This design comes from an exercise in tuning for small area, a short achievable clock period and few clock cycles per item on the open sky130 flow, not from production work. Where RTL was checked, it was by simulation tests only, not by an equivalence proof against the original. Power figures rest on the tool's default switching activity, not on a simulated workload.

==> v2: inputs <==
==> flow/design.v <==
`timescale 1ns/1ps
module lbdrRoute (
  input  logic [7:0]            rxy,
  input  logic [3:0]            cx,
  input  logic [4-1:0]    curAddr,
  input  logic [4-1:0]    dstAddr,
  output logic [5-1:0] ports
);
  logic [1:0] xCur;
  logic [1:0] yCur;
  logic [1:0] xDst;
  logic [1:0] yDst;
  logic goN;
  logic goE;
  logic goW;
  logic goS;
  assign xCur = curAddr[1:0];
  assign yCur = curAddr[3:2];
  assign xDst = dstAddr[1:0];
  assign yDst = dstAddr[3:2];
  assign goN = (~yDst[1] & yCur[1]) | (~yDst[1] & ~yDst[0] & yCur[0]) | (~yDst[0] & yCur[1] & yCur[0]);
  assign goE = (~xCur[1] & xDst[1]) | (~xCur[1] & ~xCur[0] & xDst[0]) | (~xCur[0] & xDst[1] & xDst[0]);
  assign goW = (~xDst[1] & xCur[1]) | (~xDst[1] & ~xDst[0] & xCur[0]) | (~xDst[0] & xCur[1] & xCur[0]);
  assign goS = (~yCur[1] & yDst[1]) | (~yCur[1] & ~yCur[0] & yDst[0]) | (~yCur[0] & yDst[1] & yDst[0]);
  always_comb begin
    ports = '0;
    ports[0] = ((goN & ~goE & ~goW) | (goN & goE & rxy[0])
                    | (goN & goW & rxy[1])) & cx[0];
    ports[1] = ((goE & ~goN & ~goS) | (goE & goN & rxy[2])
                    | (goE & goS & rxy[3])) & cx[1];
    ports[2] = ((goW & ~goN & ~goS) | (goW & goN & rxy[4])
                    | (goW & goS & rxy[5])) & cx[2];
    ports[3] = ((goS & ~goE & ~goW) | (goS & goE & rxy[6])
                    | (goS & goW & rxy[7])) & cx[3];
    ports[4] = ~goN & ~goE & ~goW & ~goS;
  end
endmodule
`timescale 1ns/1ps
module meshRouter (
  input  logic                           clk,
  input  logic                           rst,
  input  logic [7:0]                     rxyInit,
  input  logic [3:0]                     cxInit,
  input  logic [4-1:0]             curAddrInit,
  input  logic [5-1:0]          inValid,
  input  logic [5*16-1:0]  inFlit,
  output logic [5-1:0]          inReady,
  output logic [5-1:0]          outValid,
  output logic [5*16-1:0]  outFlit
);
  localparam int NP = 5;
  localparam int FW = 16;
  logic [7:0] rxy;
  logic [3:0] cx;
  logic [4-1:0] curAddr;
  logic [NP*FW-1:0] dat;
  logic [NP*NP-1:0] heldRte;
  logic [NP-1:0] vld;
  logic [NP-1:0] lastFlit;
  logic [NP-1:0] drp;
  logic [NP-1:0] waiting;
  logic [NP-1:0] rdy;
  logic [NP*NP-1:0] sel;
  logic [NP-1:0] busy;
  logic [NP*NP-1:0] newRte;
  logic [NP-1:0] hdrIn;
  logic [NP-1:0] tailIn;
  logic [NP-1:0] acc;
  logic [NP-1:0] arrHdr;
  logic [NP-1:0] free;
  logic [NP-1:0] prefArr;
  logic [NP*NP-1:0] ok;
  logic [NP*NP-1:0] gntArr;
  logic [NP*NP-1:0] reqWait;
  logic [NP*NP-1:0] gntWait;
  logic [NP-1:0] turnTo;
  logic [NP-1:0] gntAny;
  logic [NP-1:0] stall;
  always_ff @(posedge clk) begin
    if (rst) begin
      rxy <= rxyInit;
      cx <= cxInit;
      curAddr <= curAddrInit;
    end
  end
  for (genvar g = 0; g < NP; g++) begin : gRoute
    lbdrRoute lbdr (
      .rxy(rxy), .cx(cx), .curAddr(curAddr),
      .dstAddr(inFlit[g*FW + FW-4 -: 4]),
      .ports(newRte[g*NP +: NP])
    );
  end
  always_comb begin
    for (int i = 0; i < NP; i++) begin
      hdrIn[i] = (inFlit[i*FW + FW-1 -: 3] == 3'd1);
      tailIn[i] = (inFlit[i*FW + FW-1 -: 3] == 3'd3);
      acc[i] = inValid[i] & ~waiting[i];
      arrHdr[i] = acc[i] & hdrIn[i];
    end
    for (int o = 0; o < NP; o++) begin
      free[o] = ~busy[o] | |(sel[o*NP +: NP] & lastFlit);
      prefArr[o] = |(sel[o*NP +: NP] & arrHdr);
      for (int i = 0; i < NP; i++) begin
        ok[o*NP + i] = free[o] & sel[o*NP + i];
        gntArr[o*NP + i] = arrHdr[i] & newRte[i*NP + o] & ok[o*NP + i];
        reqWait[o*NP + i] = waiting[i] & heldRte[i*NP + o];
      end
    end
    for (int o = 0; o < NP; o++) begin
      for (int i = 0; i < NP; i++) begin
        gntWait[o*NP + i] = reqWait[o*NP + i] & free[o] & ~prefArr[o];
        for (int j = 0; j < i; j++) begin
          gntWait[o*NP + i] = gntWait[o*NP + i] & ~reqWait[o*NP + j];
        end
      end
      turnTo[o] = |gntWait[o*NP +: NP];
      gntAny[o] = turnTo[o] | |gntArr[o*NP +: NP];
    end
    for (int i = 0; i < NP; i++) begin
      stall[i] = 1'b0;
      for (int o = 0; o < NP; o++) begin
        stall[i] = stall[i] | (arrHdr[i] & newRte[i*NP + o] & ~ok[o*NP + i])
                            | (reqWait[o*NP + i] & ~gntWait[o*NP + i]);
      end
    end
  end
  always_ff @(posedge clk) begin
    if (rst) begin
      vld <= '0;
      lastFlit <= '0;
      drp <= '0;
      waiting <= '0;
      rdy <= '1;
      busy <= '0;
      for (int o = 0; o < NP; o++) begin
        sel[o*NP +: NP] <= NP'(1) << o;
      end
    end else begin
      for (int i = 0; i < NP; i++) begin
        vld[i] <= acc[i] ? (hdrIn[i] | ~drp[i]) : waiting[i];
        lastFlit[i] <= acc[i] & tailIn[i] & ~drp[i];
        if (acc[i]) begin
          drp[i] <= hdrIn[i] ? ~|newRte[i*NP +: NP] : (drp[i] & ~tailIn[i]);
        end
      end
      waiting <= stall;
      rdy <= ~stall;
      for (int o = 0; o < NP; o++) begin
        busy[o] <= ~free[o] | gntAny[o];
        if (turnTo[o]) begin
          sel[o*NP +: NP] <= gntWait[o*NP +: NP];
        end
      end
    end
  end
  always_ff @(posedge clk) begin
    for (int i = 0; i < NP; i++) begin
      if (!waiting[i]) begin
        dat[i*FW +: FW] <= inFlit[i*FW +: FW];
        heldRte[i*NP +: NP] <= newRte[i*NP +: NP];
      end
    end
  end
  assign inReady = rdy;
  always_comb begin
    for (int o = 0; o < NP; o++) begin
      outValid[o] = busy[o] & |(sel[o*NP +: NP] & vld);
      outFlit[o*FW +: FW] = '0;
      for (int i = 0; i < NP; i++) begin
        outFlit[o*FW +: FW] = outFlit[o*FW +: FW] | ({FW{sel[o*NP + i]}} & dat[i*FW +: FW]);
      end
    end
  end
endmodule
`timescale 1ns/1ps
module nocRouter (
  input  logic                           clk,
  input  logic                           rst,
  input  logic [7:0]                     rxyInit,
  input  logic [3:0]                     cxInit,
  input  logic [4-1:0]             curAddrInit,
  input  logic [5-1:0]          inValid,
  input  logic [5*16-1:0]  inFlit,
  output logic [5-1:0]          inReady,
  output logic [5-1:0]          outValid,
  output logic [5*16-1:0]  outFlit
);
  meshRouter router0 (
    .clk(clk), .rst(rst),
    .rxyInit(rxyInit), .cxInit(cxInit), .curAddrInit(curAddrInit),
    .inValid(inValid), .inFlit(inFlit),
    .inReady(inReady), .outValid(outValid), .outFlit(outFlit)
  );
endmodule
==> flow/flow/run.sh <==
#!/bin/bash
# Standard layout, with plain buf_1 cells as the port buffers instead of the default choice
export BUFFER_PORTS_ARGS="-buffer_cell sky130_fd_sc_hd__buf_1"
bash standard.sh > standard.log 2>&1
==> flow/standard.sh <==
#!/bin/bash
# synth_recipe.tcl (not shown) runs the flow's synth.tcl, then flattens the netlist and writes it again
# the make line also repeats each setting of config.mk as NAME=value (left out here)
make -C /OpenROAD-flow-scripts/flow DESIGN_CONFIG=/design/flow/config.mk WORK_HOME=/design/flow/orfs CLKGATE_MAP_FILE= SYNTH_SCRIPT=/design/flow/synth_recipe.tcl "${@:-finish}"
==> flow/config.mk <==
export PLATFORM = sky130hd
export DESIGN_NAME = nocRouter
export DESIGN_NICKNAME = nocRouter
export VERILOG_FILES = /design/flow/design.v
export SDC_FILE = /design/flow/constraint.sdc
export NUM_CORES = 4
export LEC_CHECK = 0
export CAP_MARGIN = 20
export CORE_MARGIN = 2
export CORE_UTILIZATION = 40
export SETUP_SLACK_MARGIN = 3.3
export SLEW_MARGIN = 20
==> flow/constraint.sdc <==
create_clock -name core_clock -period 6.0 [get_ports {clk}]
set_input_delay 1.2000 -clock core_clock [delete_from_list [all_inputs] [get_ports {clk}]]
set_output_delay 1.2000 -clock core_clock [all_outputs]
set_load 0.01 [all_outputs]
==> v5: changes against v2 <==
--- a/flow/design.v
+++ b/flow/design.v
@@ -56,24 +56,24 @@
   logic [NP*FW-1:0] dat;
-  logic [NP*NP-1:0] heldRte;
   logic [NP-1:0] vld;
-  logic [NP-1:0] lastFlit;
   logic [NP-1:0] drp;
-  logic [NP-1:0] waiting;
+  logic [NP*NP-1:0] sel;
   logic [NP-1:0] rdy;
-  logic [NP*NP-1:0] sel;
-  logic [NP-1:0] busy;
+  logic [NP*NP-1:0] rte;
   logic [NP*NP-1:0] newRte;
+  logic [NP-1:0] acc;
   logic [NP-1:0] hdrIn;
   logic [NP-1:0] tailIn;
-  logic [NP-1:0] acc;
-  logic [NP-1:0] arrHdr;
-  logic [NP-1:0] free;
-  logic [NP-1:0] prefArr;
-  logic [NP*NP-1:0] ok;
-  logic [NP*NP-1:0] gntArr;
-  logic [NP*NP-1:0] reqWait;
-  logic [NP*NP-1:0] gntWait;
-  logic [NP-1:0] turnTo;
-  logic [NP-1:0] gntAny;
-  logic [NP-1:0] stall;
+  logic [NP-1:0] bnd;
+  logic [NP-1:0] waiting;
+  logic [NP-1:0] tailOut;
+  logic [NP-1:0] rel;
+  logic [NP-1:0] busy;
+  logic [NP*NP-1:0] req;
+  logic [NP*NP-1:0] gnt;
+  logic [NP*NP-1:0] selNext;
+  logic [NP-1:0] vldNext;
+  logic [NP-1:0] bndNext;
+  logic [NP-1:0] xbarValid;
+  logic [NP*FW-1:0] xbarFlit;
+  logic [NP-1:0] drpNext;
   always_ff @(posedge clk) begin
@@ -91,2 +91,7 @@
     );
+    lbdrRoute lbdrHeld (
+      .rxy(rxy), .cx(cx), .curAddr(curAddr),
+      .dstAddr(dat[g*FW + FW-4 -: 4]),
+      .ports(rte[g*NP +: NP])
+    );
   end
@@ -96,12 +101,11 @@
       tailIn[i] = (inFlit[i*FW + FW-1 -: 3] == 3'd3);
-      acc[i] = inValid[i] & ~waiting[i];
-      arrHdr[i] = acc[i] & hdrIn[i];
+      tailOut[i] = (dat[i*FW + FW-1 -: 3] == 3'd3);
+      bnd[i] = 1'b0;
+      for (int o = 0; o < NP; o++) bnd[i] = bnd[i] | sel[o*NP + i];
+      waiting[i] = vld[i] & ~bnd[i];
+      acc[i] = inValid[i] & rdy[i];
     end
-    for (int o = 0; o < NP; o++) begin
-      free[o] = ~busy[o] | |(sel[o*NP +: NP] & lastFlit);
-      prefArr[o] = |(sel[o*NP +: NP] & arrHdr);
-      for (int i = 0; i < NP; i++) begin
-        ok[o*NP + i] = free[o] & sel[o*NP + i];
-        gntArr[o*NP + i] = arrHdr[i] & newRte[i*NP + o] & ok[o*NP + i];
-        reqWait[o*NP + i] = waiting[i] & heldRte[i*NP + o];
+    for (int i = 0; i < NP; i++) begin
+      for (int o = 0; o < NP; o++) begin
+        req[o*NP + i] = (acc[i] & hdrIn[i] & newRte[i*NP + o]) | (waiting[i] & rte[i*NP + o]);
       end
@@ -109,16 +113,27 @@
     for (int o = 0; o < NP; o++) begin
+      busy[o] = |sel[o*NP +: NP];
+      rel[o] = |(sel[o*NP +: NP] & vld & tailOut);
+    end
+    for (int o = 0; o < NP; o++) begin
       for (int i = 0; i < NP; i++) begin
-        gntWait[o*NP + i] = reqWait[o*NP + i] & free[o] & ~prefArr[o];
+        gnt[o*NP + i] = req[o*NP + i] & (~busy[o] | rel[o]);
         for (int j = 0; j < i; j++) begin
-          gntWait[o*NP + i] = gntWait[o*NP + i] & ~reqWait[o*NP + j];
+          gnt[o*NP + i] = gnt[o*NP + i] & ~req[o*NP + j];
         end
       end
-      turnTo[o] = |gntWait[o*NP +: NP];
-      gntAny[o] = turnTo[o] | |gntArr[o*NP +: NP];
+      selNext[o*NP +: NP] = (rel[o] ? '0 : sel[o*NP +: NP]) | gnt[o*NP +: NP];
     end
     for (int i = 0; i < NP; i++) begin
-      stall[i] = 1'b0;
-      for (int o = 0; o < NP; o++) begin
-        stall[i] = stall[i] | (arrHdr[i] & newRte[i*NP + o] & ~ok[o*NP + i])
-                            | (reqWait[o*NP + i] & ~gntWait[o*NP + i]);
+      bndNext[i] = 1'b0;
+      for (int o = 0; o < NP; o++) bndNext[i] = bndNext[i] | selNext[o*NP + i];
+      if (acc[i]) begin
+        if (hdrIn[i]) begin
+          drpNext[i] = ~|newRte[i*NP +: NP];
+        end else begin
+          drpNext[i] = drp[i] & ~tailIn[i];
+        end
+        vldNext[i] = ~drpNext[i] & ~(drp[i] & ~hdrIn[i]);
+      end else begin
+        drpNext[i] = drp[i];
+        vldNext[i] = waiting[i];
       end
@@ -129,26 +144,12 @@
       vld <= '0;
-      lastFlit <= '0;
       drp <= '0;
-      waiting <= '0;
+      sel <= '0;
       rdy <= '1;
-      busy <= '0;
-      for (int o = 0; o < NP; o++) begin
-        sel[o*NP +: NP] <= NP'(1) << o;
-      end
+      outValid <= '0;
     end else begin
-      for (int i = 0; i < NP; i++) begin
-        vld[i] <= acc[i] ? (hdrIn[i] | ~drp[i]) : waiting[i];
-        lastFlit[i] <= acc[i] & tailIn[i] & ~drp[i];
-        if (acc[i]) begin
-          drp[i] <= hdrIn[i] ? ~|newRte[i*NP +: NP] : (drp[i] & ~tailIn[i]);
-        end
-      end
-      waiting <= stall;
-      rdy <= ~stall;
-      for (int o = 0; o < NP; o++) begin
-        busy[o] <= ~free[o] | gntAny[o];
-        if (turnTo[o]) begin
-          sel[o*NP +: NP] <= gntWait[o*NP +: NP];
-        end
-      end
+      vld <= vldNext;
+      drp <= drpNext;
+      sel <= selNext;
+      rdy <= ~vldNext | bndNext;
+      outValid <= xbarValid;
     end
@@ -157,5 +158,4 @@
     for (int i = 0; i < NP; i++) begin
-      if (!waiting[i]) begin
+      if (rdy[i]) begin
         dat[i*FW +: FW] <= inFlit[i*FW +: FW];
-        heldRte[i*NP +: NP] <= newRte[i*NP +: NP];
       end
@@ -166,8 +166,11 @@
     for (int o = 0; o < NP; o++) begin
-      outValid[o] = busy[o] & |(sel[o*NP +: NP] & vld);
-      outFlit[o*FW +: FW] = '0;
+      xbarValid[o] = |(sel[o*NP +: NP] & vld);
+      xbarFlit[o*FW +: FW] = '0;
       for (int i = 0; i < NP; i++) begin
-        outFlit[o*FW +: FW] = outFlit[o*FW +: FW] | ({FW{sel[o*NP + i]}} & dat[i*FW +: FW]);
+        xbarFlit[o*FW +: FW] = xbarFlit[o*FW +: FW] | ({FW{sel[o*NP + i]}} & dat[i*FW +: FW]);
       end
     end
+  end
+  always_ff @(posedge clk) begin
+    outFlit <= xbarFlit;
   end
==> flow/run.sh (new file) <==
#!/bin/bash
# synth_recipe.tcl (not shown) runs the flow's synth.tcl, then flattens the netlist and writes it again
# the make line also repeats each setting of config.mk as NAME=value (left out here)
make -C /OpenROAD-flow-scripts/flow DESIGN_CONFIG=/design/flow/config.mk WORK_HOME=/design/flow/orfs CLKGATE_MAP_FILE= SYNTH_SCRIPT=/design/flow/synth_recipe.tcl finish
--- a/flow/config.mk
+++ b/flow/config.mk
@@ -10,3 +10,2 @@
 export CORE_UTILIZATION = 40
-export SETUP_SLACK_MARGIN = 3.3
 export SLEW_MARGIN = 20
removed: flow/flow/run.sh
removed: flow/standard.sh
==> v3: changes against v2 <==
--- a/flow/design.v
+++ b/flow/design.v
@@ -56,24 +56,24 @@
   logic [NP*FW-1:0] dat;
-  logic [NP*NP-1:0] heldRte;
   logic [NP-1:0] vld;
-  logic [NP-1:0] lastFlit;
   logic [NP-1:0] drp;
-  logic [NP-1:0] waiting;
+  logic [NP*NP-1:0] sel;
   logic [NP-1:0] rdy;
-  logic [NP*NP-1:0] sel;
-  logic [NP-1:0] busy;
+  logic [NP*NP-1:0] rte;
+  logic [NP-1:0] scan;
+  logic [4-1:0] scanDst;
+  logic [NP-1:0] scanRte;
   logic [NP*NP-1:0] newRte;
+  logic [NP-1:0] acc;
   logic [NP-1:0] hdrIn;
   logic [NP-1:0] tailIn;
-  logic [NP-1:0] acc;
-  logic [NP-1:0] arrHdr;
-  logic [NP-1:0] free;
-  logic [NP-1:0] prefArr;
-  logic [NP*NP-1:0] ok;
-  logic [NP*NP-1:0] gntArr;
-  logic [NP*NP-1:0] reqWait;
-  logic [NP*NP-1:0] gntWait;
-  logic [NP-1:0] turnTo;
-  logic [NP-1:0] gntAny;
-  logic [NP-1:0] stall;
+  logic [NP-1:0] bnd;
+  logic [NP-1:0] waiting;
+  logic [NP-1:0] tailOut;
+  logic [NP-1:0] rel;
+  logic [NP-1:0] busy;
+  logic [NP*NP-1:0] req;
+  logic [NP*NP-1:0] gnt;
+  logic [NP*NP-1:0] selNext;
+  logic [NP-1:0] vldNext;
+  logic [NP-1:0] drpNext;
   always_ff @(posedge clk) begin
@@ -92,2 +92,25 @@
   end
+  always_ff @(posedge clk) begin
+    if (rst) begin
+      scan <= NP'(1);
+    end else begin
+      scan <= {scan[NP-2:0], scan[NP-1]};
+    end
+  end
+  always_comb begin
+    scanDst = '0;
+    for (int i = 0; i < NP; i++) begin
+      scanDst = scanDst | ({4{scan[i]}} & dat[i*FW + FW-4 -: 4]);
+    end
+  end
+  lbdrRoute lbdrHeld (
+    .rxy(rxy), .cx(cx), .curAddr(curAddr),
+    .dstAddr(scanDst),
+    .ports(scanRte)
+  );
+  always_comb begin
+    for (int i = 0; i < NP; i++) begin
+      rte[i*NP +: NP] = scan[i] ? scanRte : '0;
+    end
+  end
   always_comb begin
@@ -96,13 +119,17 @@
       tailIn[i] = (inFlit[i*FW + FW-1 -: 3] == 3'd3);
-      acc[i] = inValid[i] & ~waiting[i];
-      arrHdr[i] = acc[i] & hdrIn[i];
+      tailOut[i] = (dat[i*FW + FW-1 -: 3] == 3'd3);
+      bnd[i] = 1'b0;
+      for (int o = 0; o < NP; o++) bnd[i] = bnd[i] | sel[o*NP + i];
+      waiting[i] = vld[i] & ~bnd[i];
+      rdy[i] = ~waiting[i];
+      acc[i] = inValid[i] & rdy[i];
+    end
+    for (int i = 0; i < NP; i++) begin
+      for (int o = 0; o < NP; o++) begin
+        req[o*NP + i] = (acc[i] & hdrIn[i] & newRte[i*NP + o]) | (waiting[i] & rte[i*NP + o]);
+      end
     end
     for (int o = 0; o < NP; o++) begin
-      free[o] = ~busy[o] | |(sel[o*NP +: NP] & lastFlit);
-      prefArr[o] = |(sel[o*NP +: NP] & arrHdr);
-      for (int i = 0; i < NP; i++) begin
-        ok[o*NP + i] = free[o] & sel[o*NP + i];
-        gntArr[o*NP + i] = arrHdr[i] & newRte[i*NP + o] & ok[o*NP + i];
-        reqWait[o*NP + i] = waiting[i] & heldRte[i*NP + o];
-      end
+      busy[o] = |sel[o*NP +: NP];
+      rel[o] = |(sel[o*NP +: NP] & vld & tailOut);
     end
@@ -110,15 +137,20 @@
       for (int i = 0; i < NP; i++) begin
-        gntWait[o*NP + i] = reqWait[o*NP + i] & free[o] & ~prefArr[o];
+        gnt[o*NP + i] = req[o*NP + i] & (~busy[o] | rel[o]);
         for (int j = 0; j < i; j++) begin
-          gntWait[o*NP + i] = gntWait[o*NP + i] & ~reqWait[o*NP + j];
+          gnt[o*NP + i] = gnt[o*NP + i] & ~req[o*NP + j];
         end
       end
-      turnTo[o] = |gntWait[o*NP +: NP];
-      gntAny[o] = turnTo[o] | |gntArr[o*NP +: NP];
-    end
-    for (int i = 0; i < NP; i++) begin
-      stall[i] = 1'b0;
-      for (int o = 0; o < NP; o++) begin
-        stall[i] = stall[i] | (arrHdr[i] & newRte[i*NP + o] & ~ok[o*NP + i])
-                            | (reqWait[o*NP + i] & ~gntWait[o*NP + i]);
+      selNext[o*NP +: NP] = (rel[o] ? '0 : sel[o*NP +: NP]) | gnt[o*NP +: NP];
+    end
+    for (int i = 0; i < NP; i++) begin
+      if (acc[i]) begin
+        if (hdrIn[i]) begin
+          drpNext[i] = ~|newRte[i*NP +: NP];
+        end else begin
+          drpNext[i] = drp[i] & ~tailIn[i];
+        end
+        vldNext[i] = ~drpNext[i] & ~(drp[i] & ~hdrIn[i]);
+      end else begin
+        drpNext[i] = drp[i];
+        vldNext[i] = waiting[i];
       end
@@ -129,33 +161,14 @@
       vld <= '0;
-      lastFlit <= '0;
       drp <= '0;
-      waiting <= '0;
-      rdy <= '1;
-      busy <= '0;
-      for (int o = 0; o < NP; o++) begin
-        sel[o*NP +: NP] <= NP'(1) << o;
-      end
+      sel <= '0;
     end else begin
-      for (int i = 0; i < NP; i++) begin
-        vld[i] <= acc[i] ? (hdrIn[i] | ~drp[i]) : waiting[i];
-        lastFlit[i] <= acc[i] & tailIn[i] & ~drp[i];
-        if (acc[i]) begin
-          drp[i] <= hdrIn[i] ? ~|newRte[i*NP +: NP] : (drp[i] & ~tailIn[i]);
-        end
-      end
-      waiting <= stall;
-      rdy <= ~stall;
-      for (int o = 0; o < NP; o++) begin
-        busy[o] <= ~free[o] | gntAny[o];
-        if (turnTo[o]) begin
-          sel[o*NP +: NP] <= gntWait[o*NP +: NP];
-        end
-      end
-    end
-  end
-  always_ff @(posedge clk) begin
-    for (int i = 0; i < NP; i++) begin
-      if (!waiting[i]) begin
+      vld <= vldNext;
+      drp <= drpNext;
+      sel <= selNext;
+    end
+  end
+  always_ff @(posedge clk) begin
+    for (int i = 0; i < NP; i++) begin
+      if (acc[i]) begin
         dat[i*FW +: FW] <= inFlit[i*FW +: FW];
-        heldRte[i*NP +: NP] <= newRte[i*NP +: NP];
       end
@@ -166,3 +179,3 @@
     for (int o = 0; o < NP; o++) begin
-      outValid[o] = busy[o] & |(sel[o*NP +: NP] & vld);
+      outValid[o] = |(sel[o*NP +: NP] & vld);
       outFlit[o*FW +: FW] = '0;
--- a/flow/config.mk
+++ b/flow/config.mk
@@ -10,3 +10,4 @@
 export CORE_UTILIZATION = 40
-export SETUP_SLACK_MARGIN = 3.3
+export PLACE_DENSITY = 0.5
+export SETUP_SLACK_MARGIN = 3.0
 export SLEW_MARGIN = 20
==> results.txt <==
                                                                                 v2                  v5                  v3
Count of flip-flops with a built-in enable after synthesis                      121                  96                  96
Power share of the sequential group                                           0.475               0.458               0.437
Reg2Reg Launch Point                                             router0.waiting[1]  router0.curAddr[0]  router0.curAddr[3]
Run status                                         no timing/DRC/antenna violations  no timing/DRC/antenna violations  no timing/DRC/antenna violations
Filler cells                                                                   2144                2440                2078
Crit path buffers/inverters                                                       1                   2                   1
Initial drt markers                                                            2202                1958                1421
Number of gates resized after CTS                                               148                   0                  20
Number of logic stages on the critical path including buffering                   3                   2                   3
M1 WL                                                                      16200 um            18000 um            15300 um
Post-synthesis adder-cell area fraction                                      0.0141              0.0307              0.0276
Pre-CTS setup slack                                                         2.28 ns             2.04 ns             2.66 ns
Placed wire-length estimate after detailed placement                       28400 um            31300 um            25600 um
Testbench counts of v2, summed over its fixed seeds: cycles 1,169, flits 5,366.
Testbench counts of v3, summed over its fixed seeds: cycles 1,164, flits 5,366.
For v5, only the layout was checked, not whether the RTL still works.

[what the ideal ports hide]
No port has a modelled driver above. Below, the same layouts with a new extraction and two added sets of constraints.
Step 1 assumes that a clkbuf_16 drives the clock port and a buf_2 every other input.
Step 2 times the ports against the registers' clock, not the clock port: input delays grow and output delays shrink by t, the midpoint of the rising clock arrivals with the driver on.
a / b / c = ideal ports / drivers / drivers and shift; a / b = the first two.
| run | shift t [ns] | setup WS [ns] | worst setup path after step 2 | clock arrival spread, ns |
|---|---|---|---|---|
| v2 | 0.487 | 3.161 / 3.114 / 2.784 | input to register | 0.020 / 0.020 |
| v5 | 0.591 | 2.448 / 2.399 / 1.959 | input to register | 0.024 / 0.024 |
| v3 | 0.475 | 2.990 / 2.943 / 2.593 | input to register | 0.010 / 0.010 |
After both steps setup and hold are still met in every run listed. For v5, which loses most, drivers alone change the setup slack by -0.049 ns; drivers and shift together by -0.489 ns.
